This design comes from an exercise in tuning for small area, a short achievable clock period and few clock cycles per item on the open sky130 flow, not from production work.
Where RTL was checked, it was by simulation tests only, not by an equivalence proof against the original.
Only the layout flow was run in runs 1 and 2; the RTL was not checked for function there.
Power figures rest on the tool's default switching activity, not on a simulated workload.

[flow/constraint.sdc]
create_clock -name core_clock -period 8.5 [get_ports {clock}]
set_input_delay 1.7000 -clock core_clock [delete_from_list [all_inputs] [get_ports {clock}]]
set_output_delay 1.7000 -clock core_clock [all_outputs]
set_load 0.01 [all_outputs]
[flow/config.mk]
export PLATFORM = sky130hd
export DESIGN_NAME = pipeline_cpu
export DESIGN_NICKNAME = pipeline_cpu
export VERILOG_FILES = /design/flow/design.v
export SDC_FILE = /design/flow/constraint.sdc
export NUM_CORES = 4
export LEC_CHECK = 0
export CAP_MARGIN = 20
export CORE_MARGIN = 2
export CORE_UTILIZATION = 40
export PLACE_DENSITY = 0.6
export SETUP_SLACK_MARGIN = 4
export SLEW_MARGIN = 20
[flow/run.sh]
#!/bin/bash
# synth_recipe.tcl (not shown) runs the flow's synth.tcl, then flattens the netlist and writes it again
# the make line also repeats each setting of config.mk as NAME=value (left out here)
make -C /OpenROAD-flow-scripts/flow DESIGN_CONFIG=/design/flow/config.mk WORK_HOME=/design/flow/orfs CLKGATE_MAP_FILE= SYNTH_SCRIPT=/design/flow/synth_recipe.tcl finish
[flow/design.v]
`default_nettype none
package cpu_pkg;
    localparam logic [4:0] OPC_ALU  = 5'd0;
    localparam logic [4:0] OPC_J    = 5'd1;
    localparam logic [4:0] OPC_BNE  = 5'd2;
    localparam logic [4:0] OPC_JAL  = 5'd3;
    localparam logic [4:0] OPC_JR   = 5'd4;
    localparam logic [4:0] OPC_ADDI = 5'd5;
    localparam logic [4:0] OPC_BLT  = 5'd6;
    localparam logic [4:0] OPC_SW   = 5'd7;
    localparam logic [4:0] OPC_LW   = 5'd8;
endpackage
`default_nettype wire
`default_nettype none
module alu (
    input  wire [31:0]  a,
    input  wire         right,    
    input  wire [4:0]   shamt,
    output logic [31:0] sh_right,
    output logic [31:0] sh_left
);
    logic [31:0] sh_in;
    logic        fill;
    assign fill = right & a[31];
    always_comb begin
        for (int i = 0; i < 32; i++) begin
            sh_in[i]   = right ? a[i] : a[31-i];
            sh_left[i] = sh_right[31-i];
        end
    end
    assign sh_right = 32'($signed({fill, sh_in}) >>> shamt);
endmodule
`default_nettype wire
`default_nettype none
module execute_stage (
    input  wire [31:0] pc,
    input  wire [31:0] ir,
    input  wire [31:0] rs_val,
    input  wire [31:0] rb_val,    
    output logic [31:0] npc,
    output logic        we,
    output logic [4:0]  wreg,
    output logic        is_lw,
    output logic        is_sw,
    output logic [31:0] o
);
    logic [4:0]  opc;
    logic [4:0]  fn;
    logic [31:0] imm;
    logic [31:0] pc1;
    logic [31:0] x, y, sum;
    logic [31:0] sh_right, sh_left;
    logic        use_reg, use_pc, fn_sub, cin;
    logic        en_sum, en_and, en_or, en_sll, en_sra, en_jal;
    logic        is_j, is_jr, is_bne, is_blt, taken;
    logic        eq, lt;
    assign opc = ir[31:27];
    assign fn  = ir[6:2];
    assign imm = {{15{ir[16]}}, ir[16:0]};
    assign pc1 = pc + 32'd1;
    assign use_reg = !(opc[3] | opc[2] | opc[1]);
    assign use_pc  = opc[1] & !opc[0];
    assign fn_sub  = (fn == 5'd1);
    assign x   = use_pc ? pc : rs_val;
    assign y   = use_reg ? (rb_val ^ {32{fn_sub}}) : imm;
    assign cin = use_reg ? fn_sub : use_pc;
    assign sum = x + y + {31'd0, cin};
    alu u_alu (
        .a        (rs_val),
        .right    (fn[0]),
        .shamt    (ir[11:7]),
        .sh_right (sh_right),
        .sh_left  (sh_left)
    );
    assign en_jal = opc[1] & opc[0] & !opc[2];
    assign en_sum = !en_jal & (!use_reg | (fn[4:1] == 4'd0));
    assign en_and = use_reg & (fn == 5'd2);
    assign en_or  = use_reg & (fn == 5'd3);
    assign en_sll = use_reg & (fn == 5'd4);
    assign en_sra = use_reg & (fn == 5'd5);
    assign o = ({32{en_sum}} & sum)
             | ({32{en_and}} & (rs_val & rb_val))
             | ({32{en_or}}  & (rs_val | rb_val))
             | ({32{en_sll}} & sh_left)
             | ({32{en_sra}} & sh_right)
             | ({32{en_jal}} & pc1);
    assign is_j   = (opc[4:2] == 3'd0) & opc[0];     
    assign is_jr  = (opc == cpu_pkg::OPC_JR);
    assign is_bne = (opc == cpu_pkg::OPC_BNE);
    assign is_blt = (opc == cpu_pkg::OPC_BLT);
    assign eq    = (rb_val == rs_val);
    assign lt    = $signed(rb_val) < $signed(rs_val);
    assign taken = (is_bne & !eq) | (is_blt & lt);
    assign npc   = taken ? sum : is_jr ? rb_val : is_j ? {5'd0, ir[26:0]} : pc1;
    assign we    = (opc == cpu_pkg::OPC_ALU) || (opc == cpu_pkg::OPC_ADDI) || (opc == cpu_pkg::OPC_LW) || (opc == cpu_pkg::OPC_JAL);
    assign wreg  = en_jal ? 5'd31 : ir[26:22];
    assign is_lw = (opc == cpu_pkg::OPC_LW);
    assign is_sw = (opc == cpu_pkg::OPC_SW);
endmodule
`default_nettype wire
`default_nettype none
module mem_wb_stage (
    input  wire         clock,
    input  wire         arst_n,
    input  wire         we_in,
    input  wire [4:0]   wreg_in,
    input  wire         lw_in,
    input  wire         sw_in,
    input  wire [31:0]  o_in,
    input  wire [31:0]  b_in,
    input  wire [31:0]  q_dmem,
    output logic [31:0] address_dmem,
    output logic [31:0] data,
    output logic        wren,
    output logic        ctrl_write_enable,
    output logic [4:0]  ctrl_write_reg,
    output logic [31:0] data_write_reg
);
    logic        m_we, m_lw, m_sw;
    logic [4:0]  m_reg;
    logic [31:0] m_o, m_b;
    always_ff @(posedge clock or negedge arst_n) begin
        if (!arst_n) begin
            m_we <= 1'b0;
            m_lw <= 1'b0;
            m_sw <= 1'b0;
        end else begin
            m_we <= we_in;
            m_lw <= lw_in;
            m_sw <= sw_in;
        end
    end
    always_ff @(posedge clock) begin
        m_reg <= wreg_in;
        m_o   <= o_in;
        m_b   <= b_in;
    end
    assign address_dmem      = m_o;
    assign data              = m_b;
    assign wren              = m_sw;
    assign ctrl_write_enable = m_we;
    assign ctrl_write_reg    = m_reg;
    assign data_write_reg    = m_lw ? q_dmem : m_o;
endmodule
`default_nettype wire
`default_nettype none
`timescale 1ns/1ps
module pipeline_cpu (
    input  wire         clock,
    input  wire         arst_n,
    output logic [31:0] address_imem,
    input  wire  [31:0] q_imem,
    output logic [31:0] address_dmem,
    output logic [31:0] data,
    output logic        wren,
    input  wire  [31:0] q_dmem,
    output logic        ctrl_write_enable,
    output logic [4:0]  ctrl_write_reg,
    output logic [4:0]  ctrl_read_reg_a,
    output logic [4:0]  ctrl_read_reg_b,
    output logic [31:0] data_write_reg,
    input  wire  [31:0] data_read_reg_a,
    input  wire  [31:0] data_read_reg_b
);
    logic [31:0] pc;
    logic [31:0] npc;
    logic        we, is_lw, is_sw;
    logic [4:0]  wreg;
    logic [31:0] o;
    always_ff @(posedge clock or negedge arst_n) begin
        if (!arst_n) pc <= '0;
        else         pc <= npc;
    end
    assign address_imem    = pc;
    assign ctrl_read_reg_a = q_imem[21:17];
    assign ctrl_read_reg_b = (q_imem[29] | q_imem[28]) ? q_imem[26:22] : q_imem[16:12];
    execute_stage u_execute_stage (
        .pc     (pc),
        .ir     (q_imem),
        .rs_val (data_read_reg_a),
        .rb_val (data_read_reg_b),
        .npc    (npc),
        .we     (we),
        .wreg   (wreg),
        .is_lw  (is_lw),
        .is_sw  (is_sw),
        .o      (o)
    );
    mem_wb_stage u_mem_wb_stage (
        .clock             (clock),
        .arst_n            (arst_n),
        .we_in             (we),
        .wreg_in           (wreg),
        .lw_in             (is_lw),
        .sw_in             (is_sw),
        .o_in              (o),
        .b_in              (data_read_reg_b),
        .q_dmem            (q_dmem),
        .address_dmem      (address_dmem),
        .data              (data),
        .wren              (wren),
        .ctrl_write_enable (ctrl_write_enable),
        .ctrl_write_reg    (ctrl_write_reg),
        .data_write_reg    (data_write_reg)
    );
endmodule
`default_nettype wire
==> results of run 1 <==
cells in the mapped netlist, types with 7 or more instances:
master | count | area (sq um)
a21oi_1 | 149 | 746
nor2_1 | 144 | 541
ha_1 | 127 | 1590
nand2_1 | 111 | 417
o21ai_0 | 96 | 480
inv_1 | 89 | 334
mux2_2 | 81 | 912
dfxtp_1 | 69 | 1380
clkbuf_1 | 59 | 221
xnor2_1 | 59 | 517
mux2i_1 | 58 | 581
dfrtp_1 | 35 | 876
xor2_1 | 35 | 307
a211oi_1 | 31 | 233
mux4_2 | 23 | 518
o211ai_1 | 21 | 158
o22ai_1 | 21 | 131
nand3_1 | 18 | 90.1
and3_1 | 16 | 100
a21o_1 | 15 | 113
buf_1 | 14 | 52.6
buf_4 | 14 | 105
nand4_1 | 14 | 87.6
o221ai_1 | 13 | 114
nand2b_1 | 12 | 75.1
nor3_1 | 12 | 60.1
mux4_1 | 9 | 236
and2_1 | 8 | 50.1
nor2b_1 | 8 | 50.1
buf_2 | 7 | 35.0
nor4_1 | 7 | 43.8
or3_1 | 7 | 43.8
cell families after synthesis:
logic type	synth area share, %
AO/OA/AOI/OAI	20.7
XOR/XNOR	6.86
adder cells (fa/ha/maj)	13.6
buffers and inverters	6.77
flip-flops	18.8
multiplexers	19.1
AND/OR/NAND/NOR	14.2
layout by cell type (no fill, tap or decap), types with 10 or more instances in the layout:
| cell type | netlist | routed |
|---|---|---|
| dlymetal6s2s_1 | 0 | 15 |
| dlygate4sd2_1 | 0 | 55 |
| nand3_1 | 18 | 17 |
| a21oi_1 | 149 | 134 |
| nand2_1 | 111 | 108 |
| ha_2 | 0 | 10 |
| clkbuf_2 | 0 | 11 |
| a21o_1 | 15 | 15 |
| mux4_2 | 23 | 23 |
| clkdlybuf4s50_1 | 0 | 175 |
| o21ai_1 | 5 | 15 |
| buf_4 | 14 | 59 |
| buf_12 | 1 | 10 |
| buf_6 | 3 | 11 |
| o21ai_0 | 96 | 77 |
| xnor2_1 | 59 | 49 |
| clkbuf_16 | 0 | 10 |
| inv_1 | 89 | 85 |
| mux2_2 | 81 | 81 |
| o211ai_1 | 21 | 21 |
| and3_1 | 16 | 16 |
| xor2_1 | 35 | 34 |
| mux2i_1 | 58 | 56 |
| ha_1 | 127 | 115 |
| a211oi_1 | 31 | 31 |
| xnor2_2 | 0 | 10 |
| dfrtp_1 | 35 | 35 |
| o221ai_1 | 13 | 11 |
| nor2_1 | 144 | 142 |
| nand4_1 | 14 | 14 |
| nand2b_1 | 12 | 10 |
| dfxtp_1 | 69 | 69 |
| o22ai_1 | 21 | 21 |
| nor3_1 | 12 | 10 |
| a21oi_2 | 0 | 12 |
worst paths after layout:
| check | slack [ns] | depth (start not counted) | to | start |
|---|---|---|---|---|
| max in group asynchronous | 6.62 | 2 | pc[12] | arst_n |
| min | 0.73 | 2 | u_mem_wb_stage.m_o[30] | pc[30] |
| max | 3.81 | 18 | u_mem_wb_stage.m_o[28] | q_imem[3] |
| max reg2reg | 5.19 | 13 | u_mem_wb_stage.m_o[28] | pc[0] |
| min in group asynchronous | 1.39 | 2 | pc[29] | arst_n |
| min reg2reg | 0.73 | 2 | u_mem_wb_stage.m_o[30] | pc[30] |
worst max-delay path, stage by stage:
cell and delay [ns]:
buf_8 0.10, nor4_4 0.27, buf_6 0.15, nand2_8 0.07
xnor2_2 0.18, o21ai_2 0.09, fa_2 0.37, inv_2 0.06
fa_2 0.19, nand2b_4 0.13, a21o_1 0.15, a32oi_2 0.12
a211o_1 0.32, a21o_1 0.22, o21ai_4 0.24, o21bai_1 0.11
xor2_1 0.18, a221o_1 0.30
routing by layer:
metal,track usage (%),part of all wire [%],up-vias,wire (um)
met2,52.8,45,744,24200
met1,45.0,41,6225,22400
met5,0,0,-,0
met4,13.8,4.6,0,2470
met3,5.84,9.4,119,5090
li1,-,-,5821,-
power groups by stage:
| stage | sequential (W) | combinational (W) | clock [W] |
|---|---|---|---|
| floorplan | 0.000819 | 0.000885 | 0 |
| global placement | 0.000830 | 0.00173 | 0 |
| detailed placement | 0.000826 | 0.00174 | 0 |
| CTS | 0.000819 | 0.00176 | 0.000509 |
| global route | 0.000841 | 0.00201 | 0.000528 |
| finish | 0.000827 | 0.00189 | 0.000507 |
repair_timing:
action                                  in CTS  in global routing
gates resized for setup                    185                108
endpoints found under the setup margin     101                 57
pin swaps                                   25                 41
gates cloned                                 3                  1
buffers inserted                            26                 27
final cells by class:
type,count,area share (%)
Tap cell,390,2.98
Clock buffer,9,1.38
Clock inverter,7,0.695
Timing Repair Buffer,351,21.1
Multi-Input combinational cell,1180,58.0
Inverter,92,2.11
Sequential cell,104,13.8
Antenna cell,1,0.0153
per-stage QoR:
step           cell area, sq um  cells  setup slack (ns)  total power [W]
5_1_grt                   16400   2133              3.73          0.00337
6_report                  16400   2134              3.81          0.00323
4_1_cts                   15900   2105              3.83          0.00309
3_3_place_gp              15000   2060              2.22          0.00256
3_5_place_dp              15000   2060              2.14          0.00256
2_1_floorplan             12200   1473              3.47          0.00170
==> impl_metrics.py, run 1 <==
metrics = {
    "critical_path": {
        "criticalPathCategory": "in -> reg",
        "cp_max_fo": 3,
        "worstPathRequired_ns": 8.78,
        "cp-end-kind": "flop",
        "critical_path_arrival_ns": 4.97,
        "timing.critical_path.from_type": "input port",
    },
    "logic_synthesis": {
        "share_of_flip_flops_with_an_asynchronous_set_or_reset_pct": 33.7,
        "synth_seq_area_share_pct": 18.8,
        "ys_dominant_reg_cell": "dfxtp_1",
        "synthesis.nets": 1732,
        "ys_ff_latch": 104,
        "synth_enable_flop_cells": 0,
        "syn-mean-instance-area_sq_um": 8.15,
        "netlist_area_sq_um": 12000,
        "ys_warn_count": 3,
        "ys_types": 77,
        "post_synth_inst_count": 1473,
    },
    "drt": {
        "via_per_inst": 6.05,
        "detail_route.wirelength_um": 54200,
        "drt_pass1_iterations": 6,
        "via_total_after_detailed_routing": 12909,
        "antenna_left": 0,
        "drc_errors": 0,
        "drt-wirelength-per-cell_um": 25.4,
        "first_iter_violations": 1338,
    },
    "layout": {
        "num-nets-final": 1997,
        "post_route_cells_drive_above_1_share_pct": 18.4,
        "areaGrowthSynthToFinish_pct": 36.4,
        "finalCoreUtilization_pct": 55.2,
        "filler_cell_count": 2817,
        "multi_input_area_sq_um": 9490,
        "largest_registers": "pc x32, u_mem_wb_stage.m_b x32, u_mem_wb_stage.m_o x32",
        "seq_area_sq_um": 2260,
    },
    "sta": {
        "slew_violations": 0,
        "time_the_worst_path_needs_with_i_o_delays_and_setup_ns": 4.69,
        "final-hold-violation-count": 0,
        "setup_repair_after_global_routing_missed_its_margin": "true",
        "period_share_pct": 55.2,
        "fin_skew_ns": 0.0118,
        "hold-worst-slack_ns": 0.728,
        "timing.slew.headroom_pct": 31.0,
        "worstMarginPinSlew_ns": 1.03,
        "max_clock_freq_ghz": 0.213,
        "setup_viol_count_final": 0,
        "totalNegativeSetupSlack_ns": 0,
    },
    "clock_tree": {
        "clock_latency_ns": 0.39,
        "clock_tree.root_cell": "clkbuf_16",
        "cts_tree": "yes",
        "cts_made_buffers": 9,
        "worst_setup_hold_path_clk_slew_ns": 0.09,
        "post_cts_hold_buffer_count": 0,
        "cts_max_path_buffers": 2,
        "ctsHtreeMaxLevel": 3,
        "cts.sink_count": 104,
    },
    "floorplan": {
        "die-area_sq_um": 31400,
        "die_w_um": 177,
        "start_util_pct": 40.5,
        "placeableCoreArea_sq_um": 29600,
        "i_o_pins": 275,
        "dieHeight_um": 177,
        "rows": 63,
    },
    "power": {
        "areal_power_density_over_the_cells_nw_per_um2": 197,
        "max-vdd-ir-drop_v": 0.000129,
        "power_frac_comb_pct": 58.7,
        "cellInternalPower_w": 0.00182,
        "netSwitchingPower_w": 0.00140,
        "seq_power_share_pct": 25.6,
        "static-leakage-power_nw": 7.09,
        "power.clock.fraction_pct": 15.7,
        "p_sw_share_pct": 43.5,
    },
    "global_route": {
        "overall_global_routing_resource_usage_pct": 33.4,
        "grt-ovfl-total": 0,
        "grt_pass1_wl_um": 77700,
        "antenna_found_initial": 1,
        "grt_pass1_vias": 12049,
        "grt_start_max_net_pins": 52,
    },
    "placement": {
        "buffer_ports.inserted": 274,
        "dp_hpwl_um": 40900,
        "place_congestion": 1.00,
    },
    "run": {
        "max-cap-violations": 0,
    },
    "outcome": {
        "run_status": "finished clean",
    },
    "hold_path": {
        "hold_class": "reg -> reg",
    },
}
==> run 2, diff against run 1 <==
--- a/flow/config.mk
+++ b/flow/config.mk
@@ -5,6 +5,7 @@
 export SDC_FILE = /design/flow/constraint.sdc
 export NUM_CORES = 4
 export LEC_CHECK = 0
+export ABC_AREA = 1
 export CAP_MARGIN = 20
 export CORE_MARGIN = 2
 export CORE_UTILIZATION = 40
==> impl_metrics.py, run 2 <==
metrics = {
    "outcome": {
        "run_status": "finished clean",
    },
    "global_route": {
        "grt_pass1_wl_um": 99500,
        "overall_global_routing_resource_usage_pct": 39.9,
        "grt_pass1_vias": 15676,
        "antenna_found_initial": 0,
        "grt-ovfl-total": 0,
        "grt_start_max_net_pins": 54,
    },
    "drt": {
        "met1Wirelength_um": 27400,
        "drc_errors": 0,
        "drt_pass1_iterations": 8,
        "first_iter_violations": 2288,
        "via_total_after_detailed_routing": 16968,
        "highest-signal-layer": "met4",
        "via_per_inst": 5.87,
        "drt-wirelength-per-cell_um": 24.5,
        "detail_route.wirelength_um": 70700,
        "detailroute.wirelength.met3_um": 8840,
        "wl_met2_um": 29700,
        "antenna_left": 0,
    },
    "layout": {
        "fin_cells": 2890,
        "filler_cell_count": 3397,
        "areaGrowthSynthToFinish_pct": 31.1,
        "n_antenna_cell": 0,
        "layout.cells.most_common": "nand2_1",
        "multi_input_area_sq_um": 9800,
        "num-nets-final": 2702,
        "layout_common_cells": "645 x nand2_1, 385 x nand3_1, 227 x inv_1, 190 x clkdlybuf4s50_1, 123 x ha_1",
        "seq_area_sq_um": 2260,
        "post_route_cells_drive_above_1_share_pct": 8.95,
        "finish.instance_area_sq_um": 17200,
        "largest_registers": "pc x32, u_mem_wb_stage.m_b x32, u_mem_wb_stage.m_o x32",
    },
    "sta": {
        "setup_repair_after_global_routing_missed_its_margin": "true",
        "final-hold-violation-count": 0,
        "timing.slew.headroom_pct": 31.4,
        "setup_viol_count_final": 0,
        "worstMarginPinSlew_ns": 1.03,
        "totalNegativeSetupSlack_ns": 0,
        "period_share_pct": 53.3,
        "final_critical_path_setup_slack_ns": 3.97,
        "fin_skew_ns": 0.0168,
        "time_the_worst_path_needs_with_i_o_delays_and_setup_ns": 4.53,
        "max_clock_freq_ghz": 0.221,
        "slew_violations": 0,
    },
    "logic_synthesis": {
        "yosys.area_share.adder_pct": 12.4,
        "syn-mean-instance-area_sq_um": 5.95,
        "muxShareOfSynthArea_pct": 2.74,
        "post_synth_inst_count": 2205,
        "share_of_flip_flops_with_an_asynchronous_set_or_reset_pct": 33.7,
        "ys_ff_latch": 104,
        "synth.area.top_cells": "nand2_1 19%, nand3_1 15%, ha_1 12%",
        "synth_compound_gate_area_share_pct": 12.2,
        "netlist.top_cell.by_area": "nand2_1",
        "post_synth_and_or_nand_nor_area_fraction_pct": 42.8,
        "synth_top_family_by_area": "simple AND/OR/NAND/NOR gates",
        "ys_warn_count": 3,
        "synth_seq_area_share_pct": 17.2,
        "post_synth_most_frequent_cells": "658 x nand2_1, 401 x nand3_1, 232 x inv_1",
        "synth_largest_type_area_fraction_pct": 18.8,
        "ys_types": 49,
        "post_synth_xor_area_fraction_pct": 1.67,
        "ys_dominant_reg_cell": "dfxtp_1",
        "synth_enable_flop_cells": 0,
        "netlist_area_sq_um": 13100,
        "synthesis.nets": 2464,
        "post-synth-top-count-cell": "nand2_1",
    },
    "power": {
        "power_frac_comb_pct": 58.0,
        "p_sw_share_pct": 48.7,
        "cellInternalPower_w": 0.00151,
        "max-vdd-ir-drop_v": 0.000139,
        "areal_power_density_over_the_cells_nw_per_um2": 171,
        "overall_power_of_the_completed_layout_w": 0.00295,
        "static-leakage-power_nw": 8.63,
        "seq_power_share_pct": 26.4,
        "power.clock.fraction_pct": 15.6,
        "netSwitchingPower_w": 0.00143,
    },
    "run": {
        "max-cap-violations": 0,
    },
    "placement": {
        "dpl_worst_slack_ns": 2.36,
        "place_congestion": 1.06,
        "placed_cell_area_sq_um": 16100,
        "dp_hpwl_um": 54600,
        "dp.cells": 2839,
        "buffer_ports.inserted": 274,
    },
    "critical_path": {
        "cp_max_fo": 33,
        "criticalPathCategory": "in -> reg",
        "critical_path_arrival_ns": 4.82,
        "worstPathRequired_ns": 8.79,
        "timing.critical_path.from_type": "input port",
        "cp-end-kind": "flop",
    },
    "clock_tree": {
        "cts_made_buffers": 9,
        "ctsHtreeMaxLevel": 3,
        "cts_max_path_buffers": 2,
        "worst_setup_hold_path_clk_slew_ns": 0.09,
        "clock_latency_ns": 0.40,
        "cts_tree": "yes",
        "clock_tree.root_cell": "clkbuf_16",
        "post_cts_hold_buffer_count": 0,
        "cts.sink_count": 104,
    },
    "floorplan": {
        "die_w_um": 185,
        "i_o_pins": 275,
        "rows": 66,
        "start_util_pct": 40.5,
        "die-area_sq_um": 34300,
        "placeableCoreArea_sq_um": 32500,
        "dieHeight_um": 185,
    },
    "hold_path": {
        "hold_class": "reg -> reg",
    },
}
-- run 2: worst max-delay path: stages --
cell and delay [ns]:
clkdlybuf4s15_1 0.51, inv_1 0.14, ha_1 0.33, nor2_1 0.14, and2_1 0.25, and3_1 0.24
nand2_1 0.11, nand2_1 0.16, nand2_1 0.09, nand2_1 0.06, nand2_1 0.06, nand3_2 0.08
buf_12 0.24, nand2_4 0.20, buf_8 0.24, nand2_1 0.15, nand2_1 0.06
-- run 2: routing by layer --
layer / up-vias / track usage [%]
met5: - / 0
met4: 0 / 23.0
met3: 230 / 11.5
met2: 1148 / 61.0
met1: 7838 / 50.0
li1: 7752 / -
-- run 2: worst paths after layout --
kind | startpoint | endpoint | slack [ns] | depth (start not counted)
max | data_read_reg_a[15] | pc[19] | 3.97 | 17
min | pc[31] | u_mem_wb_stage.m_o[31] | 0.87 | 4
max reg2reg | pc[0] | u_mem_wb_stage.m_o[20] | 5.63 | 14
min reg2reg | pc[31] | u_mem_wb_stage.m_o[31] | 0.87 | 4
max in group asynchronous | arst_n | pc[30] | 6.68 | 2
min in group asynchronous | arst_n | pc[25] | 1.39 | 2
-- run 2: power by group through the flow --
stage / clock network, W / registers, W / logic, W
after detailed placement: 0 / 0.000779 / 0.00162
after floorplan: 0 / 0.000756 / 0.000804
after CTS: 0.000465 / 0.000768 / 0.00160
final: 0.000459 / 0.000777 / 0.00171
after global placement: 0 / 0.000780 / 0.00161
after global routing: 0.000482 / 0.000781 / 0.00183
-- run 2: what timing repair did --
action | in CTS | in global routing
hold endpoints to repair | 0 | 0
setup endpoints to repair | 102 | 52
setup buffers | 5 | 23
cloned | 1 | 6
gates resized for setup | 119 | 125
pin swaps | 8 | 23
-- run 2: per-stage QoR --
step,utilization (%),hold WS [ns]
2_1_floorplan,-,0.694
3_3_place_gp,49.6,0.759
3_5_place_dp,49.6,0.799
4_1_cts,51.1,0.822
5_1_grt,53.0,0.874
6_report,53.0,0.867
-- run 2: logic make-up after synthesis --
logic type	Yosys count
xor gates and xnor gates	25
and+or+nand+nor	1277
buffers and inverters	354
DFF	104
AOI/OAI and AO/OA	284
adders and majority gates	129
muxes	32
-- run 2: layout make-up --
cell class	instances	share of cell area, %
multi-input combinational	1750	56.9
sequential	104	13.1
timing repair buffer	331	19.5
clock inverter	6	0.334
tap	442	3.21
inverter	247	5.53
clock buffer	10	1.39
==> run 3, diff against run 2 <==
--- a/flow/design.v
+++ b/flow/design.v
@@ -12,6 +12,34 @@
 endpackage
 `default_nettype wire
 `default_nettype none
+module adder (
+    input  wire [31:0]  x,
+    input  wire [31:0]  y,
+    input  wire         cin,
+    output logic [31:0] sum
+);
+    logic [31:0] g, p, gn, pn;
+    logic [31:0] carry;
+    always_comb begin
+        g = x & y;
+        p = x ^ y;
+        g[0] = g[0] | (p[0] & cin);
+        for (int l = 0; l < 5; l++) begin
+            gn = g;
+            pn = p;
+            for (int i = 0; i < 32; i++) begin
+                if (((i >> l) & 1) == 1) begin
+                    gn[i] = g[i] | (p[i] & g[((i >> l) << l) - 1]);
+                    pn[i] = p[i] & p[((i >> l) << l) - 1];
+                end
+            end
+            g = gn;
+            p = pn;
+        end
+        carry = {g[30:0], cin};
+    end
+    assign sum = x ^ y ^ carry;
+endmodule
 module alu (
     input  wire [31:0]  a,
     input  wire         right,    
@@ -60,11 +88,11 @@
     assign pc1 = pc + 32'd1;
     assign use_reg = !(opc[3] | opc[2] | opc[1]);
     assign use_pc  = opc[1] & !opc[0];
-    assign fn_sub  = (fn == 5'd1);
+    assign fn_sub  = fn[0];
     assign x   = use_pc ? pc : rs_val;
     assign y   = use_reg ? (rb_val ^ {32{fn_sub}}) : imm;
     assign cin = use_reg ? fn_sub : use_pc;
-    assign sum = x + y + {31'd0, cin};
+    adder u_adder (.x(x), .y(y), .cin(cin), .sum(sum));
     alu u_alu (
         .a        (rs_val),
         .right    (fn[0]),
--- a/flow/config.mk
+++ b/flow/config.mk
@@ -5,7 +5,6 @@
 export SDC_FILE = /design/flow/constraint.sdc
 export NUM_CORES = 4
 export LEC_CHECK = 0
-export ABC_AREA = 1
 export CAP_MARGIN = 20
 export CORE_MARGIN = 2
 export CORE_UTILIZATION = 40
==> impl_metrics.py, run 3 <==
metrics = {
    "critical_path": {
        "critical_path_arrival_ns": 4.91,
        "cp_slowest_stage_delay_ns": 0.36,
        "worstPathRequired_ns": 8.76,
        "cp_max_fo": 6,
        "timing.critical_path.from_type": "input port",
        "criticalPathCategory": "in -> reg",
        "worstPathBufferInverterCount": 5,
        "cp_slowest_cell": "fa_2",
        "critPathTopFamily": "compound AO/OA/AOI/OAI gates",
        "cp_cell_sequence": "buf_12 > nor3_4 > buf_12 > a21oi_1 > fa_2 > fa_2 > nand2b_4 > a21oi_4 > buf_6 > o211ai_4 > buf_4 > o31a_1 > buf_6 > o21ai_4 > a21oi_2 > xnor2_2 > a221o_1",
        "cp-end-kind": "flop",
    },
    "layout": {
        "multi_input_area_sq_um": 8940,
        "layout_common_cells": "176 x clkdlybuf4s50_1, 136 x nor2_1, 124 x ha_1, 119 x a21oi_1, 101 x nand2_1",
        "seq_area_sq_um": 2260,
        "finalCoreUtilization_pct": 55.9,
        "areaGrowthSynthToFinish_pct": 38.6,
        "num-nets-final": 1935,
        "filler_cell_count": 2689,
        "layout.cells.most_common": "clkdlybuf4s50_1",
        "post_route_cells_drive_above_1_share_pct": 16.6,
        "largest_registers": "pc x32, u_mem_wb_stage.m_b x32, u_mem_wb_stage.m_o x32",
    },
    "logic_synthesis": {
        "synth_largest_type_area_fraction_pct": 13.7,
        "synth_enable_flop_cells": 0,
        "synth.area.top_cells": "ha_1 14%, dfxtp_1 12%, dfrtp_1 7.6%",
        "synthesis.nets": 1659,
        "post_synth_most_frequent_cells": "141 x nor2_1, 130 x a21oi_1, 126 x ha_1",
        "ys_types": 69,
        "netlist_area_sq_um": 11500,
        "ys_warn_count": 4,
        "netlist.top_cell.by_area": "ha_1",
        "ys_dominant_reg_cell": "dfxtp_1",
        "share_of_flip_flops_with_an_asynchronous_set_or_reset_pct": 33.7,
        "syn-mean-instance-area_sq_um": 8.23,
        "post_synth_inst_count": 1397,
        "synth_seq_area_share_pct": 19.6,
        "ys_ff_latch": 104,
        "post-synth-top-count-cell": "nor2_1",
    },
    "sta": {
        "worstMarginPinSlew_ns": 1.02,
        "setup_viol_count_final": 0,
        "final-hold-violation-count": 0,
        "fin_skew_ns": 0.0200,
        "max_clock_freq_ghz": 0.215,
        "timing.slew.headroom_pct": 31.9,
        "setup_repair_after_global_routing_missed_its_margin": "true",
        "period_share_pct": 54.7,
        "totalNegativeSetupSlack_ns": 0,
        "time_the_worst_path_needs_with_i_o_delays_and_setup_ns": 4.65,
        "slew_violations": 0,
    },
    "drt": {
        "drc_errors": 0,
        "first_iter_violations": 1363,
        "drt_pass1_iterations": 5,
        "antenna_left": 0,
        "via_per_inst": 6.07,
        "via_total_after_detailed_routing": 12525,
        "drt-wirelength-per-cell_um": 25.9,
        "detail_route.wirelength_um": 53400,
    },
    "power": {
        "static-leakage-power_nw": 6.97,
        "power.clock.fraction_pct": 15.8,
        "p_sw_share_pct": 43.8,
        "power_frac_comb_pct": 57.3,
        "cellInternalPower_w": 0.00166,
        "max-vdd-ir-drop_v": 0.000137,
        "areal_power_density_over_the_cells_nw_per_um2": 185,
        "seq_power_share_pct": 26.9,
        "overall_power_of_the_completed_layout_w": 0.00295,
        "netSwitchingPower_w": 0.00129,
    },
    "clock_tree": {
        "worst_setup_hold_path_clk_slew_ns": 0.08,
        "cts_made_buffers": 9,
        "clock_tree.root_cell": "clkbuf_16",
        "cts_max_path_buffers": 2,
        "cts.sink_count": 104,
        "clock_latency_ns": 0.38,
        "cts_tree": "yes",
        "ctsHtreeMaxLevel": 3,
    },
    "floorplan": {
        "placeableCoreArea_sq_um": 28500,
        "i_o_pins": 275,
        "die_w_um": 174,
        "start_util_pct": 40.4,
        "dieHeight_um": 174,
        "die-area_sq_um": 30100,
        "rows": 62,
    },
    "run": {
        "max-cap-violations": 0,
    },
    "outcome": {
        "run_status": "finished clean",
    },
    "hold_path": {
        "hold_class": "reg -> reg",
    },
    "global_route": {
        "antenna_found_initial": 2,
        "grt_pass1_vias": 11994,
        "overall_global_routing_resource_usage_pct": 34.2,
        "grt-ovfl-total": 0,
        "grt_start_max_net_pins": 50,
        "grt_pass1_wl_um": 77900,
    },
    "placement": {
        "place_congestion": 0.985,
        "dp_hpwl_um": 38800,
        "buffer_ports.inserted": 274,
    },
}
[run 3: changes by cell type in the layout (fill, tap and decap cells not counted), sizes merged, moves of 18 or more]
cell    delta
nand2    -560
nand3    -381
inv      -153
mux2i     +67
xnor2     +61
a21oi     +59
o21ai     -40
mux4      +34
buf       +32
o211ai    -26
nand4     -22
nor2      +22
mux2      +19
a211oi    +18
[run 3: area by class of cell]
class | instances | area share, %
clock inverter | 7 | 0.534
sequential | 104 | 14.2
antenna | 1 | 0.0157
tap | 384 | 3.02
timing repair buffer | 357 | 22.5
multi-input combinational | 1108 | 56.1
inverter | 93 | 2.22
clock buffer | 9 | 1.41
[run 3: worst reg2reg max path, delay by kind of cell (launching register included)]
family          cells  cell delay, ns
buf+inv             3            0.43
compound gates      7            1.32
fa+ha+maj           2            0.73
flops               1            0.52
simple gates        1            0.16
xor+xnor            1            0.15
[run 3: worst paths after layout]
check | endpoint | slack [ns] | depth (start not counted) | from
setup / recovery | u_mem_wb_stage.m_o[30] | 3.85 | 17 | q_imem[29]
hold / removal | u_mem_wb_stage.m_o[31] | 0.79 | 3 | pc[31]
setup reg to reg | u_mem_wb_stage.m_o[30] | 5.07 | 14 | pc[0]
hold reg to reg | u_mem_wb_stage.m_o[31] | 0.79 | 3 | pc[31]
max in group asynchronous | pc[31] | 6.36 | 1 | arst_n
min in group asynchronous | pc[22] | 1.48 | 1 | arst_n
[run 3: what timing repair did]
item	4_1_cts	5_1_grt
hold buffers	0	0
gates resized for setup	173	64
endpoints found under the hold margin	0	0
pin swaps	30	28
buffers inserted	33	15
cloned	6	3
setup endpoints to repair	101	62
[run 3: through the flow]
step                hold WS, ns  instances  worst slack, ns  cell area, sq um
finish                    0.791       2063             3.85             15900
global route              0.803       2062             3.74             15900
CTS                       0.783       2044             3.78             15500
detailed placement        0.750       1989             2.23             14600
global placement          0.747       1989             2.30             14600
floorplan                 0.682       1397             3.31             11700
[run 3: metal layers]
layer	vias up	global-route usage (%)	part of all wire, %
met2	782	53.9	45
met5	-	0	0.034
met4	2	15.1	4.5
met3	129	6.58	9.7
met1	6047	45.7	41
li1	5565	-	-
[run 3: power groups by stage]
stage	combinational, W	sequential, W	clock (W)
final	0.00169	0.000794	0.000465
after global routing	0.00179	0.000810	0.000485
after CTS	0.00161	0.000791	0.000470
after detailed placement	0.00158	0.000800	0
after global placement	0.00157	0.000801	0
after floorplan	0.000792	0.000795	0
[run 3: kinds of logic (layout without fill, tap and decap cells)]
| family | count (synthesis) | after routing | synth area share [%] |
|---|---|---|---|
| simple gates | 359 | 361 | 14.1 |
| buf+inv | 187 | 466 | 6.75 |
| flops | 104 | 104 | 19.6 |
| compound gates | 374 | 374 | 20.4 |
| other cells | 0 | 1 | 0 |
| xor+xnor | 89 | 89 | 6.78 |
| fa+ha+maj | 132 | 132 | 14.8 |
| mux | 152 | 152 | 17.6 |
Testbench counts of run 3, summed over its fixed seeds: cycles 9,364, instrs 9,364.
==> run 4, diff against run 3 <==
--- a/flow/config.mk
+++ b/flow/config.mk
@@ -9,5 +9,5 @@
 export CORE_MARGIN = 2
 export CORE_UTILIZATION = 40
 export PLACE_DENSITY = 0.6
-export SETUP_SLACK_MARGIN = 4
+export SETUP_SLACK_MARGIN = 5
 export SLEW_MARGIN = 20
==> impl_metrics.py, run 4 <==
metrics = {
    "critical_path": {
        "criticalPathCategory": "in -> reg",
        "cp_max_fo": 6,
        "critical_path_arrival_ns": 5.07,
        "startpoint": "q_imem[28]",
        "number_of_cells_on_the_worst_reg_to_reg_path": 14,
        "timing.critical_path.from_type": "input port",
        "regToRegStartpoint": "pc[0]",
        "cp-end-kind": "flop",
        "reg2reg_setup_slack_ns": 4.79,
        "worstPathRequired_ns": 8.74,
    },
    "clock_tree": {
        "clock_tree.root_cell": "clkbuf_16",
        "ctsHtreeMaxLevel": 3,
        "cts_max_path_buffers": 2,
        "cts_tree": "yes",
        "worst_setup_hold_path_clk_slew_ns": 0.08,
        "cts.sink_count": 104,
        "cts_made_buffers": 9,
        "clock_latency_ns": 0.39,
    },
    "sta": {
        "worstMarginPinSlew_ns": 1.19,
        "time_the_worst_path_needs_with_i_o_delays_and_setup_ns": 4.83,
        "hold-worst-slack_ns": 0.749,
        "setup_viol_count_final": 0,
        "setup_repair_after_global_routing_missed_its_margin": "true",
        "slew_violations": 0,
        "fin_skew_ns": 0.0123,
        "final_critical_path_setup_slack_ns": 3.67,
        "period_share_pct": 56.8,
        "max_clock_freq_ghz": 0.207,
        "timing.slew.headroom_pct": 20.6,
        "final-hold-violation-count": 0,
        "totalNegativeSetupSlack_ns": 0,
    },
    "global_route": {
        "antenna_found_initial": 1,
        "grt-ovfl-total": 0,
        "grt_start_max_net_pins": 42,
        "grt_pass1_wl_um": 81000,
        "overall_global_routing_resource_usage_pct": 35.9,
        "grt_pass1_vias": 12529,
    },
    "logic_synthesis": {
        "post-synth-top-count-cell": "nor2_1",
        "synth_largest_type_area_fraction_pct": 13.7,
        "ys_ff_latch": 104,
        "syn-mean-instance-area_sq_um": 8.23,
        "synth_seq_area_share_pct": 19.6,
        "synthesis.nets": 1659,
        "ys_warn_count": 4,
        "ys_types": 69,
        "netlist_area_sq_um": 11500,
        "synth_enable_flop_cells": 0,
        "netlist.top_cell.by_area": "ha_1",
        "post_synth_most_frequent_cells": "141 x nor2_1, 130 x a21oi_1, 126 x ha_1",
        "post_synth_inst_count": 1397,
        "synth.area.top_cells": "ha_1 14%, dfxtp_1 12%, dfrtp_1 7.6%",
        "share_of_flip_flops_with_an_asynchronous_set_or_reset_pct": 33.7,
        "ys_dominant_reg_cell": "dfxtp_1",
    },
    "power": {
        "areal_power_density_over_the_cells_nw_per_um2": 183,
        "static-leakage-power_nw": 7.73,
        "max-vdd-ir-drop_v": 0.000107,
    },
    "layout": {
        "layout_common_cells": "126 x nor2_1, 125 x buf_6, 114 x buf_4, 111 x clkdlybuf4s50_1, 105 x a21oi_1",
        "n_antenna_cell": 0,
        "largest_registers": "pc x32, u_mem_wb_stage.m_b x32, u_mem_wb_stage.m_o x32",
        "layout.cells.most_common": "nor2_1",
        "finish.instance_area_sq_um": 18100,
        "post_route_cells_drive_above_1_share_pct": 35.4,
        "filler_cell_count": 2378,
        "num-nets-final": 2014,
        "areaGrowthSynthToFinish_pct": 57.7,
        "finalCoreUtilization_pct": 63.7,
    },
    "placement": {
        "dp_hpwl_um": 38700,
        "placed_cell_area_sq_um": 14900,
        "place_congestion": 0.986,
        "dpl_worst_slack_ns": 1.95,
        "buffer_ports.inserted": 274,
    },
    "floorplan": {
        "start_util_pct": 40.4,
        "die-area_sq_um": 30100,
        "placeableCoreArea_sq_um": 28500,
        "rows": 62,
        "i_o_pins": 275,
        "dieHeight_um": 174,
        "die_w_um": 174,
    },
    "hold_path": {
        "hold_class": "reg -> reg",
        "hold_depth": 3,
        "hold_start": "pc[31]",
    },
    "outcome": {
        "run_status": "finished clean",
    },
    "drt": {
        "first_iter_violations": 1768,
        "via_per_inst": 6.23,
        "via_total_after_detailed_routing": 13333,
        "drt_pass1_iterations": 7,
        "antenna_left": 0,
        "drc_errors": 0,
        "drt-wirelength-per-cell_um": 26.8,
        "detail_route.wirelength_um": 57400,
    },
    "run": {
        "max-cap-violations": 0,
    },
}
-- run 4: cell count changes in the layout (fill, tap and decap cells not counted), sizes merged, moves of 2 or more --
cell and change:
clkdlybuf4s15 +6, clkdlybuf4s50 -65, dlygate4sd2 -52, bufbuf +3, dlymetal6s2s -17, buf +200
clkbuf +2
-- run 4: routing by layer --
metal | GRT usage, % | routed length [um] | vias to the layer above | part of all wire [%]
met5 | 0 | 0 | - | 0
met4 | 16.2 | 3250 | 0 | 5.7
met3 | 8.44 | 6550 | 211 | 11
met2 | 56.4 | 25400 | 977 | 44
met1 | 46.9 | 22300 | 6421 | 39
li1 | - | - | 5724 | -
-- run 4: final timing paths --
check                                    endpoint
min in group asynchronous                  pc[14]
setup / recovery           u_mem_wb_stage.m_o[31]
max in group asynchronous     u_mem_wb_stage.m_lw
setup reg to reg           u_mem_wb_stage.m_o[31]
hold reg to reg            u_mem_wb_stage.m_o[31]
hold / removal             u_mem_wb_stage.m_o[31]
-- run 4: metrics by stage --
step / total power [W] / std cells
after detailed placement: 0.00243 / 1985
after global routing: 0.00346 / 2141
after floorplan: 0.00163 / 1397
after CTS: 0.00313 / 2090
after global placement: 0.00242 / 1983
final: 0.00332 / 2141
-- run 4: critical path, stage by stage --
cell and delay [ns]:
buf_12 0.11, nor2b_4 0.13, buf_12 0.13, nor2_4 0.07, a21oi_2 0.05, fa_2 0.40, fa_2 0.38, nand2b_4 0.18
a21oi_4 0.20, buf_6 0.13, o211ai_4 0.12, buf_6 0.16, o31a_1 0.29, buf_6 0.15, o21ai_4 0.28, a21oi_2 0.12
a211oi_2 0.31, o221ai_1 0.14
-- run 4: kinds of logic (layout without fill, tap and decap cells) --
kind of cell,count (synthesis),count (layout),synth area share [%]
compound gates,374,374,20.4
simple gates,359,364,14.1
buf+inv,187,542,6.75
mux,152,152,17.6
fa+ha+maj,132,132,14.8
flops,104,104,19.6
xor+xnor,89,89,6.78
-- run 4: final cells by class --
type | count | area [sq um] | area share, %
Multi-Input combinational cell | 1111 | 10100 | 55.6
Timing Repair Buffer | 433 | 4590 | 25.3
Sequential cell | 104 | 2260 | 12.5
Tap cell | 384 | 480 | 2.65
Inverter | 93 | 432 | 2.38
Clock buffer | 10 | 229 | 1.26
Clock inverter | 6 | 62.6 | 0.345
-- run 4: timing repair --
| action | in CTS | in global routing |
|---|---|---|
| pin swaps | 48 | 70 |
| gates resized for setup | 957 | 103 |
| hold buffers | 0 | 0 |
| cloned | 10 | 3 |
| setup buffers | 79 | 48 |
| setup endpoints to repair | 106 | 106 |
-- run 4: report_power, final --
part,leakage (nW),switching (W),internal [W]
Sequential,0.994,0.000170,0.000622
Clock,0.142,0.000242,0.000208
Combinational,6.59,0.00101,0.00107
Total,7.73,0.00142,0.00190
==> run 5, diff against run 4 <==
==> flow/flow/run.sh (new file) <==
#!/bin/bash
# Own layout flow: the standard flow (standard.sh, unchanged synthesis,
# floorplan, power grid, placement, CTS and routing), with one change: the
# buffers that global placement puts on every input and output port are
# sky130_fd_sc_hd__buf_1 cells instead of the default delay-buffer cell.
# The timing repair steps still resize them where timing needs it.
set -euo pipefail
export BUFFER_PORTS_ARGS="-buffer_cell sky130_fd_sc_hd__buf_1"
bash standard.sh > standard.log 2>&1
==> flow/standard.sh (new file) <==
#!/bin/bash
# synth_recipe.tcl (not shown) runs the flow's synth.tcl, then flattens the netlist and writes it again
# the make line also repeats each setting of config.mk as NAME=value (left out here)
make -C /OpenROAD-flow-scripts/flow DESIGN_CONFIG=/design/flow/config.mk WORK_HOME=/design/flow/orfs CLKGATE_MAP_FILE= SYNTH_SCRIPT=/design/flow/synth_recipe.tcl "${@:-finish}"
--- a/flow/config.mk
+++ b/flow/config.mk
@@ -9,5 +9,5 @@
 export CORE_MARGIN = 2
 export CORE_UTILIZATION = 40
 export PLACE_DENSITY = 0.6
-export SETUP_SLACK_MARGIN = 5
+export SETUP_SLACK_MARGIN = 4
 export SLEW_MARGIN = 20
removed: flow/run.sh
==> impl_metrics.py, run 5 <==
metrics = {
    "logic_synthesis": {
        "netlist_area_sq_um": 11500,
        "post_synth_inst_count": 1397,
        "share_of_flip_flops_with_an_asynchronous_set_or_reset_pct": 33.7,
        "post-synth-top-count-cell": "nor2_1",
        "ys_warn_count": 4,
        "synth.area.top_cells": "ha_1 14%, dfxtp_1 12%, dfrtp_1 7.6%",
        "synthesis.nets": 1659,
        "post_synth_most_frequent_cells": "141 x nor2_1, 130 x a21oi_1, 126 x ha_1",
        "netlist.top_cell.by_area": "ha_1",
        "ys_dominant_reg_cell": "dfxtp_1",
        "synth_enable_flop_cells": 0,
        "ys_types": 69,
        "syn-mean-instance-area_sq_um": 8.23,
        "synth_largest_type_area_fraction_pct": 13.7,
        "synth_seq_area_share_pct": 19.6,
        "ys_ff_latch": 104,
    },
    "layout": {
        "fin_cells": 2070,
        "post_route_cells_drive_above_1_share_pct": 16.7,
        "largest_registers": "pc x32, u_mem_wb_stage.m_b x32, u_mem_wb_stage.m_o x32",
        "seq_area_sq_um": 2260,
        "filler_cell_count": 2748,
        "num-nets-final": 1940,
        "layout_common_cells": "260 x buf_1, 134 x nor2_1, 126 x ha_1, 120 x a21oi_1, 100 x nand2_1",
        "finish.instance_area_sq_um": 14300,
        "multi_input_area_sq_um": 8910,
        "layout.cells.most_common": "buf_1",
        "areaGrowthSynthToFinish_pct": 24.1,
    },
    "power": {
        "areal_power_density_over_the_cells_nw_per_um2": 191,
        "static-leakage-power_nw": 5.99,
        "seq_power_share_pct": 29.3,
        "p_sw_share_pct": 46.7,
        "netSwitchingPower_w": 0.00127,
        "power_frac_comb_pct": 53.4,
        "power.clock.fraction_pct": 17.4,
        "overall_power_of_the_completed_layout_w": 0.00273,
        "cellInternalPower_w": 0.00146,
        "max-vdd-ir-drop_v": 0.000137,
    },
    "critical_path": {
        "worstPathRequired_ns": 8.73,
        "timing.critical_path.from_type": "input port",
        "critPathTopFamily": "compound AO/OA/AOI/OAI gates",
        "reg2reg_setup_slack_ns": 5.03,
        "worstPathBufferInverterCount": 5,
        "critical_path_arrival_ns": 4.98,
        "cp_cell_sequence": "buf_8 > nor3_4 > buf_6 > buf_12 > buf_12 > buf_4 > a21oi_1 > ha_1 > a21o_1 > or3_4 > o211ai_4 > o31ai_4 > a21o_1 > fa_2 > xnor2_2 > o22ai_2 > a221oi_2 > o211ai_1",
        "criticalPathCategory": "in -> reg",
        "cp-end-kind": "flop",
        "cp_slowest_stage_delay_ns": 0.41,
        "cp_max_fo": 5,
        "cp_slowest_cell": "fa_2",
    },
    "sta": {
        "period_share_pct": 55.9,
        "timing.slew.headroom_pct": 22.9,
        "fin_skew_ns": 0.0129,
        "hold-worst-slack_ns": 0.772,
        "max_clock_freq_ghz": 0.211,
        "totalNegativeSetupSlack_ns": 0,
        "setup_repair_after_global_routing_missed_its_margin": "true",
        "setup_viol_count_final": 0,
        "worstMarginPinSlew_ns": 1.15,
        "slew_violations": 0,
        "time_the_worst_path_needs_with_i_o_delays_and_setup_ns": 4.75,
        "final-hold-violation-count": 0,
    },
    "floorplan": {
        "placeableCoreArea_sq_um": 28500,
        "i_o_pins": 275,
        "rows": 62,
        "start_util_pct": 40.4,
        "die-area_sq_um": 30100,
        "dieHeight_um": 174,
        "die_w_um": 174,
    },
    "drt": {
        "drc_errors": 0,
        "first_iter_violations": 1336,
        "antenna_left": 0,
        "drt_pass1_iterations": 6,
        "via_total_after_detailed_routing": 12332,
        "detail_route.wirelength_um": 50900,
        "via_per_inst": 5.96,
        "drt-wirelength-per-cell_um": 24.6,
    },
    "clock_tree": {
        "clock_tree.root_cell": "clkbuf_16",
        "cts_tree": "yes",
        "cts.sink_count": 104,
        "cts_max_path_buffers": 2,
        "clock_latency_ns": 0.38,
        "ctsHtreeMaxLevel": 3,
        "cts_made_buffers": 9,
        "post_cts_hold_buffer_count": 0,
        "worst_setup_hold_path_clk_slew_ns": 0.08,
    },
    "global_route": {
        "grt-ovfl-total": 0,
        "grt_pass1_vias": 11514,
        "grt_pass1_wl_um": 74300,
        "antenna_found_initial": 4,
        "overall_global_routing_resource_usage_pct": 32.8,
        "grt_start_max_net_pins": 50,
    },
    "placement": {
        "buffer_ports.inserted": 274,
        "dp.cells": 1997,
        "placed_cell_area_sq_um": 13000,
        "dp_hpwl_um": 38200,
        "place_congestion": 0.995,
    },
    "run": {
        "max-cap-violations": 0,
    },
    "outcome": {
        "run_status": "finished clean",
    },
    "hold_path": {
        "hold_class": "reg -> reg",
    },
}
-- run 5: changes by cell type in the layout (fill, tap and decap cells not counted), moves of 14 or more --
cell	previous run	this run
buf_6	125	11
mux2_4	41	2
mux2_2	10	49
a21oi_1	105	120
buf_1	0	260
buf_12	24	8
inv_1	61	90
ha_4	24	0
clkdlybuf4s50_1	111	0
buf_4	114	69
ha_1	97	126
inv_2	14	0
-- run 5: final timing paths --
check | start | to | cells past startpoint
min in group asynchronous | arst_n | pc[21] | 2
max in group asynchronous | arst_n | pc[6] | 2
worst max-delay path | q_imem[30] | u_mem_wb_stage.m_o[17] | 18
worst min-delay path | pc[16] | u_mem_wb_stage.m_o[16] | 2
worst min register to register | pc[16] | u_mem_wb_stage.m_o[16] | 2
worst max register to register | pc[0] | u_mem_wb_stage.m_o[30] | 14
-- run 5: timing repair --
item	CTS	global route
gates cloned	2	0
pin swaps	21	26
resized for setup	50	53
buffers inserted	26	26
hold endpoints to repair	0	0
setup endpoints to repair	67	65
-- run 5: power groups by stage --
stage	registers (W)	clock network, W	logic, W
global placement	0.000805	0	0.00130
floorplan	0.000795	0	0.000792
finish	0.000799	0.000474	0.00146
detailed placement	0.000802	0	0.00130
CTS	0.000793	0.000479	0.00137
global route	0.000811	0.000497	0.00157
-- run 5: per-stage QoR --
step	util [%]	setup slack [ns]
final	50.1	3.75
after global routing	50.1	3.64
after CTS	48.4	3.76
after detailed placement	45.6	2.70
after global placement	45.6	2.81
after floorplan	-	3.31
-- run 5: area by class of cell --
type	count	area share [%]
well taps	384	3.37
clock buffers	10	1.61
clock inverters	6	0.605
flip-flops and latches	104	15.8
diodes	3	0.0526
repair buffers	363	13.6
inverters	93	2.47
multi-input cells	1107	62.5
-- run 5: per-layer routing --
layer	up-vias	track usage, %	wire, um
met5	-	0	0
met3	107	6.86	5170
met4	0	11.1	1860
met2	761	51.6	22600
met1	5892	44.7	21200
li1	5572	-	-
-- run 5: worst min-delay path: cells and delay by family, from the launching register on --
kind           cells  cell delay, ns
AO/OA/AOI/OAI      1            0.18
XOR/XNOR           1            0.12
flip-flops         1            0.44
-- run 5: kinds of logic after synthesis --
family | after synthesis | share of synthesized area [%]
adders and majority gates | 132 | 14.8
and+or+nand+nor | 359 | 14.1
DFF | 104 | 19.6
buffers and inverters | 187 | 6.75
AOI/OAI and AO/OA | 374 | 20.4
xor gates and xnor gates | 89 | 6.78
muxes | 152 | 17.6
==> run 6, diff against run 5 <==
--- a/flow/config.mk
+++ b/flow/config.mk
@@ -7,7 +7,7 @@
 export LEC_CHECK = 0
 export CAP_MARGIN = 20
 export CORE_MARGIN = 2
-export CORE_UTILIZATION = 40
-export PLACE_DENSITY = 0.6
+export CORE_UTILIZATION = 60
+export PLACE_DENSITY = 0.75
 export SETUP_SLACK_MARGIN = 4
 export SLEW_MARGIN = 20
==> impl_metrics.py, run 6 <==
metrics = {
    "power": {
        "netSwitchingPower_w": 0.00130,
        "power.clock.fraction_pct": 16.9,
        "p_sw_share_pct": 46.9,
        "cellInternalPower_w": 0.00147,
        "max-vdd-ir-drop_v": 0.000152,
        "static-leakage-power_nw": 6.02,
        "seq_power_share_pct": 28.3,
        "areal_power_density_over_the_cells_nw_per_um2": 196,
        "power_frac_comb_pct": 54.9,
    },
    "clock_tree": {
        "cts_max_path_buffers": 2,
        "ctsHtreeMaxLevel": 3,
        "clock_latency_ns": 0.37,
        "cts_made_buffers": 9,
        "cts.sink_count": 104,
        "worst_setup_hold_path_clk_slew_ns": 0.09,
        "clock_tree.root_cell": "clkbuf_16",
        "cts_tree": "yes",
    },
    "logic_synthesis": {
        "post_synth_most_frequent_cells": "141 x nor2_1, 130 x a21oi_1, 126 x ha_1",
        "post_synth_inst_count": 1397,
        "post-synth-top-count-cell": "nor2_1",
        "ys_dominant_reg_cell": "dfxtp_1",
        "ys_warn_count": 4,
        "netlist.top_cell.by_area": "ha_1",
        "synthesis.nets": 1659,
        "netlist_area_sq_um": 11500,
        "synth_seq_area_share_pct": 19.6,
        "ys_types": 69,
        "syn-mean-instance-area_sq_um": 8.23,
        "share_of_flip_flops_with_an_asynchronous_set_or_reset_pct": 33.7,
        "ys_ff_latch": 104,
        "synth_enable_flop_cells": 0,
        "synth.area.top_cells": "ha_1 14%, dfxtp_1 12%, dfrtp_1 7.6%",
        "synth_largest_type_area_fraction_pct": 13.7,
    },
    "layout": {
        "fin_cells": 1912,
        "num-nets-final": 1934,
        "post_route_cells_drive_above_1_share_pct": 17.2,
        "layout_common_cells": "256 x buf_1, 134 x nor2_1, 125 x ha_1, 118 x a21oi_1, 101 x nand2_1",
        "areaGrowthSynthToFinish_pct": 23.0,
        "layout.cells.most_common": "buf_1",
        "largest_registers": "pc x32, u_mem_wb_stage.m_b x32, u_mem_wb_stage.m_o x32",
        "finish.instance_area_sq_um": 14100,
    },
    "sta": {
        "hold-worst-slack_ns": 0.844,
        "time_the_worst_path_needs_with_i_o_delays_and_setup_ns": 4.74,
        "max_clock_freq_ghz": 0.211,
        "setup_viol_count_final": 0,
        "timing.slew.headroom_pct": 17.3,
        "setup_repair_after_global_routing_missed_its_margin": "true",
        "fin_skew_ns": 0.0122,
        "period_share_pct": 55.8,
        "slew_violations": 0,
        "worstMarginPinSlew_ns": 1.24,
        "totalNegativeSetupSlack_ns": 0,
        "final-hold-violation-count": 0,
    },
    "floorplan": {
        "placeableCoreArea_sq_um": 18800,
        "dieHeight_um": 142,
        "i_o_pins": 275,
        "rows": 50,
        "die_w_um": 142,
        "start_util_pct": 61.2,
        "die-area_sq_um": 20300,
    },
    "placement": {
        "place_congestion": 1.09,
        "placed_cell_area_sq_um": 12700,
        "dp_hpwl_um": 35700,
        "dp.cells": 1837,
        "buffer_ports.inserted": 274,
    },
    "drt": {
        "drc_errors": 0,
        "highest-signal-layer": "met4",
        "detail_route.wirelength_um": 50800,
        "met1Wirelength_um": 17900,
        "detailroute.wirelength.met3_um": 7840,
        "antenna_left": 0,
        "wl_met2_um": 21400,
        "via_total_after_detailed_routing": 13220,
        "drt-wirelength-per-cell_um": 26.6,
        "drt_pass1_iterations": 6,
        "via_per_inst": 6.91,
        "first_iter_violations": 1970,
    },
    "outcome": {
        "run_status": "finished clean",
    },
    "critical_path": {
        "worstPathRequired_ns": 8.72,
        "reg2reg_setup_slack_ns": 5.02,
        "cp_max_fo": 19,
        "number_of_cells_on_the_worst_reg_to_reg_path": 14,
        "cp_slowest_cell": "fa_2",
        "criticalPathCategory": "in -> reg",
        "critical_path_arrival_ns": 4.97,
        "crit-reg2reg-capture": "u_mem_wb_stage.m_o[23]",
        "regToRegStartpoint": "pc[0]",
        "startpoint": "q_imem[28]",
        "cp-end-kind": "flop",
        "cp_cell_sequence": "buf_12 > nor3_4 > buf_4 > buf_4 > buf_12 > nor2_1 > a21oi_1 > ha_1 > nor3_1 > nor2_2 > o211ai_4 > o31ai_4 > a21o_1 > fa_2 > xnor2_2 > o22ai_2 > a221oi_2 > o211ai_1",
        "timing.critical_path.to": "u_mem_wb_stage.m_o[17]",
        "timing.critical_path.from_type": "input port",
        "cp_slowest_stage_delay_ns": 0.38,
    },
    "global_route": {
        "grt_pass1_vias": 11691,
        "grt_pass1_wl_um": 71400,
        "grt-ovfl-total": 0,
        "grt_start_max_net_pins": 41,
        "antenna_found_initial": 1,
        "overall_global_routing_resource_usage_pct": 47.3,
    },
    "hold_path": {
        "hold_class": "reg -> reg",
    },
    "run": {
        "max-cap-violations": 0,
    },
}
-- run 6: cell count changes in the layout (fill, tap and decap cells not counted), moves of 3 or more --
cell and change:
buf_1 -4, o21ai_1 +4, xnor2_2 +3, clkbuf_2 +3, nor2_2 -3, o21ai_0 -5
nor2_4 +4, buf_4 -9
-- run 6: kinds of logic (layout without fill, tap and decap cells) --
logic type / count (synthesis) / in the layout / share of synthesized area [%]
AOI/OAI and AO/OA: 374 / 374 / 20.4
and+or+nand+nor: 359 / 361 / 14.1
buffers and inverters: 187 / 465 / 6.75
muxes: 152 / 152 / 17.6
adders and majority gates: 132 / 132 / 14.8
DFF: 104 / 104 / 19.6
xor gates and xnor gates: 89 / 89 / 6.78
other: 0 / 1 / 0
-- run 6: worst min path at each step --
stage | from | endpoint | cells past startpoint
after detailed placement | pc[16] | u_mem_wb_stage.m_o[16] | 2
final | pc[31] | u_mem_wb_stage.m_o[31] | 3
after global placement | pc[16] | u_mem_wb_stage.m_o[16] | 2
after global routing | pc[31] | u_mem_wb_stage.m_o[31] | 3
after CTS | pc[16] | u_mem_wb_stage.m_o[16] | 2
after floorplan | pc[31] | u_mem_wb_stage.m_o[31] | 3
-- run 6: critical path, delay by kind of cell --
family | cells | cell delay (ns)
AO/OA/AOI/OAI | 7 | 1.09
XOR/XNOR | 1 | 0.19
adder cells (fa/ha/maj) | 2 | 0.67
buffers and inverters | 4 | 0.59
AND/OR/NAND/NOR | 4 | 0.74
-- run 6: final cells by class --
class	count	area [sq um]
sequential	104	2260
clock inverter	7	88.8
inverter	93	354
timing repair buffer	356	1920
antenna	1	2.50
clock buffer	9	225
tap	234	293
fill	1394	4630
multi-input combinational	1108	9000
-- run 6: power groups by stage --
stage | clock network, W | logic (W) | registers, W
after floorplan | 0 | 0.000792 | 0.000795
after global placement | 0 | 0.00127 | 0.000785
after detailed placement | 0 | 0.00129 | 0.000785
after CTS | 0.000465 | 0.00137 | 0.000773
after global routing | 0.000482 | 0.00160 | 0.000794
final | 0.000468 | 0.00152 | 0.000785
-- run 6: layer usage --
metal	vias up	GRT usage, %
met5	-	0
met3	325	13.3
met1	6072	61.0
met2	1248	72.0
met4	0	25.7
li1	5575	-
-- run 6: through the flow --
stage / total power (W) / utilization (%) / setup slack [ns]
2_1_floorplan: 0.00159 / - / 3.31
3_3_place_gp: 0.00206 / 67.7 / 2.78
3_5_place_dp: 0.00207 / 67.7 / 2.51
4_1_cts: 0.00261 / 72.9 / 3.87
5_1_grt: 0.00288 / 75.3 / 3.67
6_report: 0.00278 / 75.3 / 3.76
-- run 6: repair_timing --
| action | 4_1_cts | 5_1_grt |
|---|---|---|
| pin swaps | 23 | 41 |
| gates cloned | 5 | 2 |
| resized for setup | 73 | 60 |
| buffers inserted | 31 | 20 |
| hold buffers | 0 | 0 |
| endpoints found under the setup margin | 67 | 60 |
==> run 7, diff against run 6 <==
--- a/flow/config.mk
+++ b/flow/config.mk
@@ -7,7 +7,7 @@
 export LEC_CHECK = 0
 export CAP_MARGIN = 20
 export CORE_MARGIN = 2
-export CORE_UTILIZATION = 60
-export PLACE_DENSITY = 0.75
-export SETUP_SLACK_MARGIN = 4
+export CORE_UTILIZATION = 40
+export PLACE_DENSITY = 0.6
+export SETUP_SLACK_MARGIN = 3
 export SLEW_MARGIN = 20
==> impl_metrics.py, run 7 <==
metrics = {
    "outcome": {
        "run_status": "finished clean",
    },
    "logic_synthesis": {
        "post-synth-top-count-cell": "nor2_1",
        "post_synth_most_frequent_cells": "141 x nor2_1, 130 x a21oi_1, 126 x ha_1",
        "synthesis.nets": 1659,
        "synth.area.top_cells": "ha_1 14%, dfxtp_1 12%, dfrtp_1 7.6%",
        "ys_ff_latch": 104,
        "synth_largest_type_area_fraction_pct": 13.7,
        "netlist.top_cell.by_area": "ha_1",
        "ys_dominant_reg_cell": "dfxtp_1",
        "netlist_area_sq_um": 11500,
        "ys_warn_count": 4,
        "ys_types": 69,
        "post_synth_inst_count": 1397,
        "syn-mean-instance-area_sq_um": 8.23,
        "synth_seq_area_share_pct": 19.6,
        "share_of_flip_flops_with_an_asynchronous_set_or_reset_pct": 33.7,
        "synth_enable_flop_cells": 0,
    },
    "critical_path": {
        "criticalPathCategory": "in -> reg",
        "reg2reg_setup_slack_ns": 4.97,
        "cp_max_fo": 53,
        "regToRegStartpoint": "pc[0]",
        "crit-reg2reg-capture": "u_mem_wb_stage.m_o[9]",
        "number_of_cells_on_the_worst_reg_to_reg_path": 15,
        "cp-end-kind": "flop",
        "worstPathRequired_ns": 8.76,
        "critical_path_arrival_ns": 5.44,
        "timing.critical_path.from_type": "input port",
    },
    "floorplan": {
        "die_w_um": 174,
        "i_o_pins": 275,
        "placeableCoreArea_sq_um": 28500,
        "start_util_pct": 40.4,
        "rows": 62,
        "die-area_sq_um": 30100,
        "dieHeight_um": 174,
    },
    "hold_path": {
        "hold_class": "reg -> reg",
        "hold_depth": 3,
        "hold_end": "u_mem_wb_stage.m_o[31]",
        "hold_start": "pc[31]",
    },
    "sta": {
        "totalNegativeSetupSlack_ns": 0,
        "period_share_pct": 60.9,
        "worstMarginPinSlew_ns": 1.03,
        "final_critical_path_setup_slack_ns": 3.33,
        "slew_violations": 0,
        "timing.slew.headroom_pct": 31.1,
        "final-hold-violation-count": 0,
        "setup_repair_after_global_routing_missed_its_margin": "false",
        "max_clock_freq_ghz": 0.193,
        "fin_skew_ns": 0.0128,
        "time_the_worst_path_needs_with_i_o_delays_and_setup_ns": 5.17,
        "setup_viol_count_final": 0,
    },
    "drt": {
        "drt_pass1_iterations": 5,
        "first_iter_violations": 1163,
        "drc_errors": 0,
        "via_per_inst": 5.94,
        "detail_route.wirelength_um": 48500,
        "via_total_after_detailed_routing": 11954,
        "antenna_left": 0,
        "drt-wirelength-per-cell_um": 24.1,
    },
    "clock_tree": {
        "post_cts_hold_buffer_count": 0,
        "cts.sink_count": 104,
        "clock_tree.root_cell": "clkbuf_16",
        "clock_latency_ns": 0.38,
        "cts_tree": "yes",
        "ctsHtreeMaxLevel": 3,
        "cts_max_path_buffers": 2,
        "cts_made_buffers": 9,
        "worst_setup_hold_path_clk_slew_ns": 0.08,
    },
    "global_route": {
        "grt_pass1_wl_um": 71300,
        "antenna_found_initial": 2,
        "grt_start_max_net_pins": 56,
        "overall_global_routing_resource_usage_pct": 31.5,
        "grt-ovfl-total": 0,
        "grt_pass1_vias": 11271,
    },
    "run": {
        "max-cap-violations": 0,
    },
    "power": {
        "overall_power_of_the_completed_layout_w": 0.00258,
        "max-vdd-ir-drop_v": 0.000110,
        "areal_power_density_over_the_cells_nw_per_um2": 194,
        "static-leakage-power_nw": 5.52,
    },
    "placement": {
        "dpl_worst_slack_ns": 2.52,
        "place_congestion": 0.986,
        "buffer_ports.inserted": 274,
        "dp_hpwl_um": 37600,
    },
    "layout": {
        "largest_registers": "pc x32, u_mem_wb_stage.m_b x32, u_mem_wb_stage.m_o x32",
        "filler_cell_count": 2909,
        "post_route_cells_drive_above_1_share_pct": 10.0,
        "areaGrowthSynthToFinish_pct": 15.3,
        "num-nets-final": 1885,
        "layout_common_cells": "270 x buf_1, 139 x nor2_1, 129 x a21oi_1, 126 x ha_1, 102 x nand2_1",
        "layout.cells.most_common": "buf_1",
    },
}
[run 7: cell counts after synthesis]
No cell type changed its count.
[run 7: layer usage]
metal / global-route usage, % / routed length, um
met5: 0 / 10
met4: 14.5 / 2300
met3: 7.02 / 4850
met2: 49.8 / 21500
met1: 41.2 / 19900
[run 7: per-stage QoR]
stage | cells | hold WS, ns | util [%] | instance area (sq um)
detailed placement | 1994 | 0.762 | 45.3 | 12900
floorplan | 1397 | 0.682 | - | 11500
finish | 2014 | 0.809 | 46.6 | 13300
global route | 2012 | 0.800 | 46.5 | 13200
CTS | 2011 | 0.788 | 46.4 | 13200
global placement | 1994 | 0.761 | 45.2 | 12900
[run 7: final cells by class]
type / instances / area (sq um) / share of cell area (%)
Multi-Input combinational cell: 1108 / 8550 / 64.5
Inverter: 93 / 349 / 2.63
Sequential cell: 104 / 2260 / 17.0
Clock buffer: 10 / 229 / 1.73
Clock inverter: 6 / 86.3 / 0.651
Tap cell: 384 / 480 / 3.63
Antenna cell: 2 / 5.00 / 0.0378
Timing Repair Buffer: 307 / 1300 / 9.81
[run 7: cell families (layout without fill, tap and decap cells)]
| kind of cell | Yosys count | in the layout | synth area share (%) |
|---|---|---|---|
| compound gates | 374 | 374 | 20.4 |
| simple gates | 359 | 361 | 14.1 |
| buf+inv | 187 | 416 | 6.75 |
| mux | 152 | 152 | 17.6 |
| fa+ha+maj | 132 | 132 | 14.8 |
| flops | 104 | 104 | 19.6 |
| xor+xnor | 89 | 89 | 6.78 |
| other cells | 0 | 2 | 0 |
[run 7: power by group]
part	internal [W]	leakage [nW]	total, W	switching [W]
combinational	0.000513	4.37	0.00132	0.000805
sequential	0.000622	0.996	0.000793	0.000171
clock	0.000238	0.154	0.000467	0.000229
total	0.00137	5.52	0.00258	0.00120
[run 7: timing repair]
action                     4_1_cts  5_1_grt
buffers inserted                 0        0
pin swaps                        0        0
setup endpoints to repair        5       14
resized for setup                0        9
cloned                           1        1
[run 7: worst max path at each step]
stage,start,cells after the start,slack (ns),end
2_1_floorplan,q_imem[2],22,3.03,u_mem_wb_stage.m_o[9]
3_3_place_gp,q_imem[29],13,2.55,u_mem_wb_stage.m_o[30]
3_5_place_dp,q_imem[28],13,2.52,u_mem_wb_stage.m_o[31]
4_1_cts,q_imem[28],14,3.04,u_mem_wb_stage.m_o[31]
5_1_grt,q_imem[2],16,3.06,u_mem_wb_stage.m_o[17]
6_report,q_imem[29],18,3.33,u_mem_wb_stage.m_o[9]
[run 7: critical path, cell delays in order]
cell and delay (ns):
buf_1 0.22, nor3_4 0.26, buf_12 0.28, a21oi_1 0.15, fa_2 0.41, fa_2 0.37, nand2b_4 0.17, a21oi_4 0.19
nor2_1 0.09, nor2b_1 0.11, nor2_1 0.06, nor2b_1 0.12, nor2_1 0.07, fa_1 0.43, xor2_1 0.18, o22ai_1 0.09
a221o_1 0.29, a221o_1 0.25

Check on run 7: ideal ports give 3.326 ns setup slack; a clkbuf_16 on the clock port and buf_2 on the inputs give 3.353 ns; moving port delays by the midpoint clock arrival (0.416 ns) as well gives 2.937 ns.
